Context: an optimization exercise on an open-source flow, tuned for small area, a short achievable clock period and few clock cycles per item. The choices shown serve that exercise and are no tape-out recipe. At most, simulation tests tie the RTL to the original design; equivalence was not proved. Power and IR drop assume default switching activity.

==> flow/design.v <==
`timescale 1ns / 1ps
package sngf_pkg;
   localparam int CSR_W   = 13;
   localparam int ROW_W   = 12;
   localparam int COL_W   = 12;
   localparam int LEN_W   = 13;
   localparam int COLOR_W = 24;
   localparam logic [CSR_W-1:0] ROW_WIDTH_RESET = 13'd800;
endpackage
`timescale 1ns / 1ps
`timescale 1ns / 1ps
`timescale 1ns / 1ps
`timescale 1ns / 1ps
module scanline_nearest_gap_fill (
   input  logic        clock,
   input  logic        reset,
   input  logic        req_push,
   output logic        req_full,
   input  logic [24:0] req_data,
   output logic        rsp_empty,
   input  logic        rsp_pop,
   output logic [61:0] rsp_data,
   input  logic        csr_valid,
   output logic        csr_ready,
   input  logic [12:0] csr_data
);
   logic [12:0] wid_ff;       
   logic [11:0] col_ff;
   logic [11:0] row_ff;
   logic        seen_ff;
   logic [11:0] scol_ff;      
   logic [23:0] sclr_ff;      
   logic        blk_ff;       
   logic        re_ff;        
   logic        past_ff;      
   logic        tok_ff;       
   logic        gbig_ff;      
   logic        cnz_ff;       
   logic        ov_ff;
   logic [11:0] o_start_ff;
   logic [12:0] o_len_ff;
   logic [11:0] o_row_ff;
   logic [23:0] o_clr_ff;
   logic        o_last_ff;
   logic        pb_ff;        
   logic        pt_ff;        
   logic        odd_ff;       
   logic        sampled;
   logic [23:0] new_clr;
   logic        pend;
   logic        out_free;
   logic        accept;
   logic        tail_s;
   logic [11:0] gap;
   logic [12:0] tail_len;
   logic [12:0] wid_in;
   logic [12:0] col_x;
   logic        load;
   logic        ld_row;
   logic [11:0] n_start;
   logic [12:0] n_len;
   logic [23:0] n_clr;
   logic        n_last;
   logic        n_pb, n_pt, n_odd;
   assign csr_ready = 1'b1;
   assign rsp_empty = !ov_ff;
   assign rsp_data  = {o_start_ff, o_len_ff, o_row_ff, o_clr_ff, o_last_ff};
   assign sampled  = req_data[24];
   assign new_clr  = req_data[23:0];
   assign pend     = pb_ff || pt_ff;
   assign out_free = !ov_ff || rsp_pop;
   assign req_full = blk_ff || ((pend || !out_free) && (sampled || re_ff));
   assign accept   = req_push && !req_full;
   assign tail_s   = re_ff && !past_ff;
   assign col_x    = {1'b0, col_ff};
   assign gap      = col_ff - scol_ff;
   assign tail_len = wid_ff - {1'b0, scol_ff};
   always_comb begin
      if (csr_data == 13'd0)
         wid_in = 13'd1;
      else if (csr_data[12] && (csr_data[11:0] != 12'd0))
         wid_in = 13'd4096;
      else
         wid_in = csr_data;
   end
   always_comb begin
      load    = 1'b0;
      ld_row  = 1'b0;
      n_start = scol_ff;
      n_len   = 13'd1;
      n_clr   = sclr_ff;
      n_last  = 1'b1;
      n_pb    = pb_ff;
      n_pt    = pt_ff;
      n_odd   = odd_ff;
      if (pend) begin
         if (out_free) begin
            load = 1'b1;
            if (pb_ff) begin
               n_start = o_start_ff + o_len_ff[11:0];
               n_len   = o_len_ff + {12'd0, odd_ff};
               n_last  = !pt_ff;
               n_pb    = 1'b0;
            end else begin
               n_pt    = 1'b0;
            end
         end
      end else if (accept) begin
         ld_row = 1'b1;
         if (sampled && !seen_ff) begin
            if (cnz_ff) begin
               load    = 1'b1;
               n_start = 12'd0;
               n_len   = col_x;
               n_clr   = new_clr;
               n_last  = !tail_s;
               n_pt    = tail_s;
            end else if (tail_s) begin
               load    = 1'b1;
               n_start = 12'd0;
               n_clr   = new_clr;
            end
         end else if (sampled) begin
            load = 1'b1;
            if (gbig_ff) begin
               n_len  = {2'b00, gap[11:1]};
               n_last = 1'b0;
               n_pb   = 1'b1;
               n_odd  = gap[0];
               n_pt   = tail_s;
            end else begin
               n_clr  = new_clr;
               n_last = !tail_s;
               n_pt   = tail_s;
            end
         end else if (re_ff && seen_ff && tok_ff) begin
            load  = 1'b1;
            n_len = tail_len;
         end
      end
   end
   always_ff @(posedge clock) begin
      if (reset) begin
         wid_ff  <= sngf_pkg::ROW_WIDTH_RESET;
         col_ff  <= '0;
         row_ff  <= '0;
         seen_ff <= 1'b0;
         blk_ff  <= 1'b0;
         re_ff   <= 1'b0;
         past_ff <= 1'b0;
         cnz_ff  <= 1'b0;
         ov_ff   <= 1'b0;
         pb_ff   <= 1'b0;
         pt_ff   <= 1'b0;
      end else begin
         blk_ff <= csr_valid;
         if (csr_valid) wid_ff <= wid_in;
         if (blk_ff) begin
            re_ff   <= (col_x + 13'd1) >= wid_ff;
            past_ff <= col_x >= wid_ff;
         end else if (accept) begin
            re_ff   <= re_ff ? (wid_ff == 13'd1) : ((col_x + 13'd2) >= wid_ff);
            past_ff <= 1'b0;
         end
         if (accept) begin
            col_ff  <= re_ff ? 12'd0 : col_ff + 12'd1;
            row_ff  <= row_ff + {11'd0, re_ff};
            seen_ff <= !re_ff && (seen_ff || sampled);
            cnz_ff  <= !re_ff;
         end
         if (load)
            ov_ff <= 1'b1;
         else if (rsp_pop)
            ov_ff <= 1'b0;
         pb_ff <= n_pb;
         pt_ff <= n_pt;
      end
   end
   always_ff @(posedge clock) begin
      if (blk_ff)
         tok_ff <= wid_ff > {1'b0, scol_ff};
      else if (accept && sampled)
         tok_ff <= 1'b1;
      if (accept) gbig_ff <= !sampled;
      if (accept && sampled) begin
         scol_ff <= col_ff;
         sclr_ff <= new_clr;
      end
      odd_ff <= n_odd;
      if (load) begin
         o_start_ff <= n_start;
         o_len_ff   <= n_len;
         o_clr_ff   <= n_clr;
         o_last_ff  <= n_last;
      end
      if (ld_row && load) o_row_ff <= row_ff;
   end
endmodule
clock: 5.0 ns
lec_check: 0
cap_margin: 20
core_margin: 2
core_utilization: 40
cts_buf_list: sky130_fd_sc_hd__clkbuf_4 sky130_fd_sc_hd__clkbuf_8
setup_slack_margin: 2.35
slew_margin: 20
run.sh (not shown) runs the stock make flow with config.mk's settings and CLKGATE_MAP_FILE= SYNTH_SCRIPT=/design/flow/synth_recipe.tcl, a recipe that flattens the netlist after the stock synthesis.
Change:
--- a/flow/design.v
+++ b/flow/design.v
@@ -35,12 +35,12 @@
    logic        past_ff;      
    logic        tok_ff;       
    logic        gbig_ff;      
    logic        cnz_ff;       
+   logic        rinc_ff;      
    logic        ov_ff;
    logic [11:0] o_start_ff;
    logic [12:0] o_len_ff;
-   logic [11:0] o_row_ff;
    logic [23:0] o_clr_ff;
    logic        o_last_ff;
    logic        pb_ff;        
    logic        pt_ff;        
@@ -55,24 +55,25 @@
    logic [12:0] tail_len;
    logic [12:0] wid_in;
    logic [12:0] col_x;
    logic        load;
-   logic        ld_row;
+   logic        row_inc;
    logic [11:0] n_start;
    logic [12:0] n_len;
    logic [23:0] n_clr;
    logic        n_last;
    logic        n_pb, n_pt, n_odd;
    assign csr_ready = 1'b1;
    assign rsp_empty = !ov_ff;
-   assign rsp_data  = {o_start_ff, o_len_ff, o_row_ff, o_clr_ff, o_last_ff};
+   assign rsp_data  = {o_start_ff, o_len_ff, row_ff, o_clr_ff, o_last_ff};
    assign sampled  = req_data[24];
    assign new_clr  = req_data[23:0];
    assign pend     = pb_ff || pt_ff;
    assign out_free = !ov_ff || rsp_pop;
    assign req_full = blk_ff || ((pend || !out_free) && (sampled || re_ff));
    assign accept   = req_push && !req_full;
    assign tail_s   = re_ff && !past_ff;
+   assign row_inc  = rinc_ff && out_free && !pend;
    assign col_x    = {1'b0, col_ff};
    assign gap      = col_ff - scol_ff;
    assign tail_len = wid_ff - {1'b0, scol_ff};
    always_comb begin
@@ -84,9 +85,8 @@
          wid_in = csr_data;
    end
    always_comb begin
       load    = 1'b0;
-      ld_row  = 1'b0;
       n_start = scol_ff;
       n_len   = 13'd1;
       n_clr   = sclr_ff;
       n_last  = 1'b1;
@@ -105,9 +105,8 @@
                n_pt    = 1'b0;
             end
          end
       end else if (accept) begin
-         ld_row = 1'b1;
          if (sampled && !seen_ff) begin
             if (cnz_ff) begin
                load    = 1'b1;
                n_start = 12'd0;
@@ -143,8 +142,9 @@
       if (reset) begin
          wid_ff  <= sngf_pkg::ROW_WIDTH_RESET;
          col_ff  <= '0;
          row_ff  <= '0;
+         rinc_ff <= 1'b0;
          seen_ff <= 1'b0;
          blk_ff  <= 1'b0;
          re_ff   <= 1'b0;
          past_ff <= 1'b0;
@@ -163,12 +163,13 @@
             past_ff <= 1'b0;
          end
          if (accept) begin
             col_ff  <= re_ff ? 12'd0 : col_ff + 12'd1;
-            row_ff  <= row_ff + {11'd0, re_ff};
             seen_ff <= !re_ff && (seen_ff || sampled);
             cnz_ff  <= !re_ff;
          end
+         row_ff  <= row_ff + {11'd0, row_inc};
+         rinc_ff <= (accept && re_ff) || (rinc_ff && !row_inc);
          if (load)
             ov_ff <= 1'b1;
          else if (rsp_pop)
             ov_ff <= 1'b0;
@@ -192,7 +193,6 @@
          o_len_ff   <= n_len;
          o_clr_ff   <= n_clr;
          o_last_ff  <= n_last;
       end
-      if (ld_row && load) o_row_ff <= row_ff;
    end
 endmodule
The new run produced a clean layout.
Worst setup slack improved by 64 ps.
Power is lower by 3.7%.
First-iteration DRC count came out lower by 8.6%.
Worst hold slack gains 17 ps.
Critical path depth came out lower by 1.
Testbench counts after the change, summed over its fixed seeds: cycles 27,221, runs 12,397.
The RTL of the first run of this note was laid out without a check of its function.

---

Another version of the RTL of scanline_nearest_gap_fill (not shown whole).
Size: roughly 140 flip-flops, about 110 I/O pins.
==> module scanline_nearest_gap_fill, before the edit <==
module scanline_nearest_gap_fill (
   input  logic        clock,
   input  logic        reset,
   input  logic        req_push,
   output logic        req_full,
   input  logic [24:0] req_data,
   output logic        rsp_empty,
   input  logic        rsp_pop,
   output logic [61:0] rsp_data,
   input  logic        csr_valid,
   output logic        csr_ready,
   input  logic [12:0] csr_data
);
   logic [12:0] wid_ff;       
   logic [11:0] col_ff;
   logic [11:0] row_ff;
   logic        seen_ff;
   logic [11:0] scol_ff;      
   logic [23:0] sclr_ff;      
   logic        blk_ff;       
   logic        re_ff;        
   logic        past_ff;      
   logic        tok_ff;       
   logic        gbig_ff;      
   logic        cnz_ff;       
   logic        rinc_ff;      
   logic        ov_ff;
   logic [11:0] o_start_ff;
   logic [12:0] o_len_ff;
   logic [23:0] o_clr_ff;
   logic        pb_ff;        
   logic        pt_ff;        
   logic        pu_ff;        
   logic        o_last_ff;
   logic        odd_ff;       
   logic        pend_ff;      
   logic        fk0_ff;       
   logic        fk1_ff;       
   logic        fk2_ff;       
   logic        sampled;
   logic [23:0] new_clr;
   logic        pend;
   logic        out_free;
   logic        accept;
   logic        tail_s;
   logic [11:0] gap;
   logic [12:0] tail_len;
   logic [12:0] wid_in;
   logic [12:0] col_x;
   logic        load;
   logic        row_inc;
   logic [11:0] n_start;
   logic [12:0] n_len;
   logic [23:0] n_clr;
   logic        n_pb, n_pt, n_odd;
   logic        n_re, n_ov;
   logic        n_pu, n_last, n_seen, n_gbig, n_pend;
   assign csr_ready = 1'b1;
   assign rsp_empty = !ov_ff;
   assign rsp_data  = {o_start_ff, o_len_ff, row_ff, o_clr_ff, o_last_ff};
   assign sampled  = req_data[24];
   assign new_clr  = req_data[23:0];
   assign pend     = pend_ff;
   assign out_free = !ov_ff || rsp_pop;
   assign req_full = fk0_ff || (fk1_ff && sampled)
                     || (!rsp_pop && (fk2_ff || (ov_ff && sampled)));
   assign accept   = req_push && !req_full;
   assign tail_s   = re_ff && !past_ff;
   assign row_inc  = rinc_ff && out_free && !pend;
   assign col_x    = {1'b0, col_ff};
   assign gap      = col_ff - scol_ff;
   assign tail_len = wid_ff - {1'b0, scol_ff};
   always_comb begin
      if (csr_data == 13'd0)
         wid_in = 13'd1;
      else if (csr_data[12] && (csr_data[11:0] != 12'd0))
         wid_in = 13'd4096;
      else
         wid_in = csr_data;
   end
   always_comb begin
      load    = 1'b0;
      n_start = scol_ff;
      n_len   = 13'd1;
      n_clr   = sclr_ff;
      n_pb    = pb_ff;
      n_pt    = pt_ff;
      n_pu    = pu_ff;
      n_odd   = odd_ff;
      n_last  = 1'b1;
      if (pend) begin
         if (out_free) begin
            load = 1'b1;
            if (pb_ff) begin
               n_start = o_start_ff + o_len_ff[11:0];
               n_len   = o_len_ff + {12'd0, odd_ff};
               n_last  = !pt_ff;
               n_pb    = 1'b0;
            end else if (pu_ff) begin
               n_start = o_start_ff + o_len_ff[11:0];
               n_pu    = 1'b0;
            end else begin
               n_pt    = 1'b0;
            end
            if (accept && sampled)
               n_pu = 1'b1;
         end
      end else if (accept) begin
         if (sampled && !seen_ff) begin
            if (cnz_ff) begin
               load    = 1'b1;
               n_start = 12'd0;
               n_len   = col_x;
               n_clr   = new_clr;
               n_last  = !tail_s;
               n_pt    = tail_s;
            end else if (tail_s) begin
               load    = 1'b1;
               n_start = 12'd0;
               n_clr   = new_clr;
            end
         end else if (sampled) begin
            load = 1'b1;
            if (gbig_ff) begin
               n_len  = {2'b00, gap[11:1]};
               n_last = 1'b0;
               n_pb   = 1'b1;
               n_odd  = gap[0];
               n_pt   = tail_s;
            end else begin
               n_clr  = new_clr;
               n_last = !tail_s;
               n_pt   = tail_s;
            end
         end else if (re_ff && seen_ff && tok_ff) begin
            load  = 1'b1;
            n_len = tail_len;
         end
      end
   end
   always_comb begin
      if (blk_ff)
         n_re = (col_x + 13'd1) >= wid_ff;
      else if (accept)
         n_re = re_ff ? (wid_ff == 13'd1) : ((col_x + 13'd2) >= wid_ff);
      else
         n_re = re_ff;
      n_ov   = load || (ov_ff && !rsp_pop);
      n_seen = accept ? (!re_ff && (seen_ff || sampled)) : seen_ff;
      n_gbig = accept ? !sampled : gbig_ff;
      n_pend = n_pb || n_pt || n_pu;
   end
   always_ff @(posedge clock) begin
      if (reset) begin
         wid_ff  <= sngf_pkg::ROW_WIDTH_RESET;
         col_ff  <= '0;
         row_ff  <= '0;
         rinc_ff <= 1'b0;
         seen_ff <= 1'b0;
         pu_ff   <= 1'b0;
         fk1_ff  <= 1'b0;
         blk_ff  <= 1'b0;
         re_ff   <= 1'b0;
         past_ff <= 1'b0;
         cnz_ff  <= 1'b0;
         ov_ff   <= 1'b0;
         pb_ff   <= 1'b0;
         pt_ff   <= 1'b0;
         pend_ff <= 1'b0;
         fk0_ff  <= 1'b0;
         fk2_ff  <= 1'b0;
      end else begin
         blk_ff <= csr_valid;
         if (csr_valid) wid_ff <= wid_in;
         re_ff <= n_re;
         if (blk_ff)
            past_ff <= col_x >= wid_ff;
         else if (accept)
            past_ff <= 1'b0;
         if (accept) begin
            col_ff  <= re_ff ? 12'd0 : col_ff + 12'd1;
            cnz_ff  <= !re_ff;
         end
         row_ff  <= row_ff + {11'd0, row_inc};
         rinc_ff <= (accept && re_ff) || (rinc_ff && !row_inc);
         ov_ff   <= n_ov;
         pb_ff   <= n_pb;
         pt_ff   <= n_pt;
         pu_ff   <= n_pu;
         seen_ff <= n_seen;
         pend_ff <= n_pend;
         fk0_ff  <= csr_valid || (n_pend && n_re);
         fk1_ff  <= n_pend && !(n_seen && !n_gbig && !n_re && !n_pt);
         fk2_ff  <= n_ov && n_re;
      end
   end
   always_ff @(posedge clock) begin
      if (blk_ff)
         tok_ff <= wid_ff > {1'b0, scol_ff};
      else if (accept && sampled)
         tok_ff <= 1'b1;
      gbig_ff <= n_gbig;
      if (accept && sampled) begin
         scol_ff <= col_ff;
         sclr_ff <= new_clr;
      end
      odd_ff <= n_odd;
      if (load) begin
         o_start_ff <= n_start;
         o_len_ff   <= n_len;
         o_clr_ff   <= n_clr;
         o_last_ff  <= n_last;
      end
   end
endmodule
export LEC_CHECK = 0
export CAP_MARGIN = 20
export CORE_MARGIN = 2
export CORE_UTILIZATION = 60
export CTS_BUF_LIST = sky130_fd_sc_hd__clkbuf_4 sky130_fd_sc_hd__clkbuf_8
export SETUP_SLACK_MARGIN = 2.45
export SLEW_MARGIN = 20
create_clock -name core_clock -period 5.0 [get_ports {clock}]
standard.sh (not shown) runs the stock make flow with config.mk's settings and CLKGATE_MAP_FILE= SYNTH_SCRIPT=/design/flow/synth_recipe.tcl, a recipe that flattens the netlist after the stock synthesis.
==> flow/flow/run.sh <==
#!/bin/bash
# The standard layout, with the ports buffered by a plain buffer cell
# (buffer_ports otherwise picks sky130_fd_sc_hd__clkdlybuf4s50_1).
set -euo pipefail
export BUFFER_PORTS_ARGS="-buffer_cell sky130_fd_sc_hd__buf_1"
bash standard.sh > standard_flow.log 2>&1
Testbench counts at the start, summed over its fixed seeds: cycles 25,740, runs 12,397.
==> next run, changes <==
--- a/flow/design.v
+++ b/flow/design.v
@@ -60,10 +60,12 @@
    logic [12:0] tail_len;
    logic [12:0] wid_in;
    logic [12:0] col_x;
+   logic [13:0] tail_d;
+   logic [13:0] cmw;
    logic        load;
    logic        row_inc;
    logic [11:0] n_start;
-   logic [12:0] n_len;
+   logic [12:0] n_len, len_s;
    logic [23:0] n_clr;
    logic        n_pb, n_pt, n_odd;
    logic        n_re, n_ov;
@@ -82,7 +84,9 @@
    assign row_inc  = rinc_ff && out_free && !pend;
    assign col_x    = {1'b0, col_ff};
    assign gap      = col_ff - scol_ff;
-   assign tail_len = wid_ff - {1'b0, scol_ff};
+   assign tail_d   = {1'b0, wid_ff} - {2'b00, scol_ff};
+   assign tail_len = tail_d[12:0];
+   assign cmw      = {2'b00, col_ff} - {1'b0, wid_ff};
    always_comb begin
       if (csr_data == 13'd0)
          wid_in = 13'd1;
@@ -92,25 +96,40 @@
          wid_in = csr_data;
    end
    always_comb begin
+      if (!seen_ff)
+         len_s = cnz_ff ? col_x : 13'd1;
+      else
+         len_s = gbig_ff ? {2'b00, gap[11:1]} : 13'd1;
+      if (pend)
+         n_len = pb_ff ? o_len_ff + {12'd0, odd_ff} : 13'd1;
+      else
+         n_len = sampled ? len_s : tail_len;
+      if (pb_ff || pu_ff)
+         n_start = o_start_ff + o_len_ff[11:0];
+      else
+         n_start = (sampled && !seen_ff && !pend) ? 12'd0 : scol_ff;
+      n_clr = (sampled && !pend && !(seen_ff && gbig_ff)) ? new_clr : sclr_ff;
+      if (pend)
+         n_last = pb_ff ? !pt_ff : 1'b1;
+      else if (!sampled)
+         n_last = 1'b1;
+      else if (!seen_ff)
+         n_last = cnz_ff ? !tail_s : 1'b1;
+      else
+         n_last = gbig_ff ? 1'b0 : !tail_s;
+   end
+   always_comb begin
       load    = 1'b0;
-      n_start = scol_ff;
-      n_len   = 13'd1;
-      n_clr   = sclr_ff;
       n_pb    = pb_ff;
       n_pt    = pt_ff;
       n_pu    = pu_ff;
       n_odd   = odd_ff;
-      n_last  = 1'b1;
       if (pend) begin
          if (out_free) begin
             load = 1'b1;
             if (pb_ff) begin
-               n_start = o_start_ff + o_len_ff[11:0];
-               n_len   = o_len_ff + {12'd0, odd_ff};
-               n_last  = !pt_ff;
                n_pb    = 1'b0;
             end else if (pu_ff) begin
-               n_start = o_start_ff + o_len_ff[11:0];
                n_pu    = 1'b0;
             end else begin
                n_pt    = 1'b0;
@@ -122,40 +141,29 @@
          if (sampled && !seen_ff) begin
             if (cnz_ff) begin
                load    = 1'b1;
-               n_start = 12'd0;
-               n_len   = col_x;
-               n_clr   = new_clr;
-               n_last  = !tail_s;
                n_pt    = tail_s;
             end else if (tail_s) begin
                load    = 1'b1;
-               n_start = 12'd0;
-               n_clr   = new_clr;
             end
          end else if (sampled) begin
             load = 1'b1;
             if (gbig_ff) begin
-               n_len  = {2'b00, gap[11:1]};
-               n_last = 1'b0;
                n_pb   = 1'b1;
                n_odd  = gap[0];
                n_pt   = tail_s;
             end else begin
-               n_clr  = new_clr;
-               n_last = !tail_s;
                n_pt   = tail_s;
             end
          end else if (re_ff && seen_ff && tok_ff) begin
             load  = 1'b1;
-            n_len = tail_len;
          end
       end
    end
    always_comb begin
       if (blk_ff)
-         n_re = (col_x + 13'd1) >= wid_ff;
+         n_re = !cmw[13] || (cmw == 14'h3fff);
       else if (accept)
-         n_re = re_ff ? (wid_ff == 13'd1) : ((col_x + 13'd2) >= wid_ff);
+         n_re = re_ff ? (wid_ff == 13'd1) : (cmw == 14'h3ffe);
       else
          n_re = re_ff;
       n_ov   = load || (ov_ff && !rsp_pop);
@@ -187,7 +195,7 @@
          if (csr_valid) wid_ff <= wid_in;
          re_ff <= n_re;
          if (blk_ff)
-            past_ff <= col_x >= wid_ff;
+            past_ff <= !cmw[13];
          else if (accept)
             past_ff <= 1'b0;
          if (accept) begin
@@ -209,7 +217,7 @@
    end
    always_ff @(posedge clock) begin
       if (blk_ff)
-         tok_ff <= wid_ff > {1'b0, scol_ff};
+         tok_ff <= !tail_d[13] && (tail_d != 14'd0);
       else if (accept && sampled)
          tok_ff <= 1'b1;
       gbig_ff <= n_gbig;
@@ -218,7 +226,7 @@
          sclr_ff <= new_clr;
       end
       odd_ff <= n_odd;
-      if (load) begin
+      if (out_free) begin
          o_start_ff <= n_start;
          o_len_ff   <= n_len;
          o_clr_ff   <= n_clr;
The new run went through all stages and came out clean.
Fmax goes down by 4.9%.
Hold slack got worse by 0.0046 ns.
Count of clock-buffer cells in the layout rises by 6.
Power climbs by 15%.
Utilization grows by 1.4 points.
Setup slack degrades by 0.13 ns.
Combinational power went up by 77%.
Wire length goes down by 3.3%.
The RTL of the second run of this note was laid out without a check of its function.

static timing again, ports no longer ideal:
How much do the figures lean on ideal ports? The routed layouts below were timed once more, with nothing changed but the port constraints.
Step 1: set_driving_cell puts a clkbuf_16 on clock and a buf_2 on each other input, an assumption about the parent block.
Step 2 moves the port delays by t, midway between the first and last clock arrival at a register: inputs arrive t later, outputs are due t later. That takes back most of the time a late clock gives input paths.
Three values: ideal, step 1, step 2; two values: the first two.
run	t, ns	setup slack, ns	worst data-port slew with drivers (ns)
the first run of note 1	0.492	2.297 / 2.257 / 1.910	0.05
the second run of note 1	0.476	2.361 / 2.296 / 1.910	0.06
the first run of note 2	0.489	2.462 / 2.405 / 2.064	0.07
the second run of note 2	0.484	2.331 / 2.331 / 2.094	0.05
After both steps setup and hold are still met in every run listed. For the second run of note 1, which loses most, drivers alone change the setup slack by -0.065 ns; drivers and shift together by -0.451 ns.
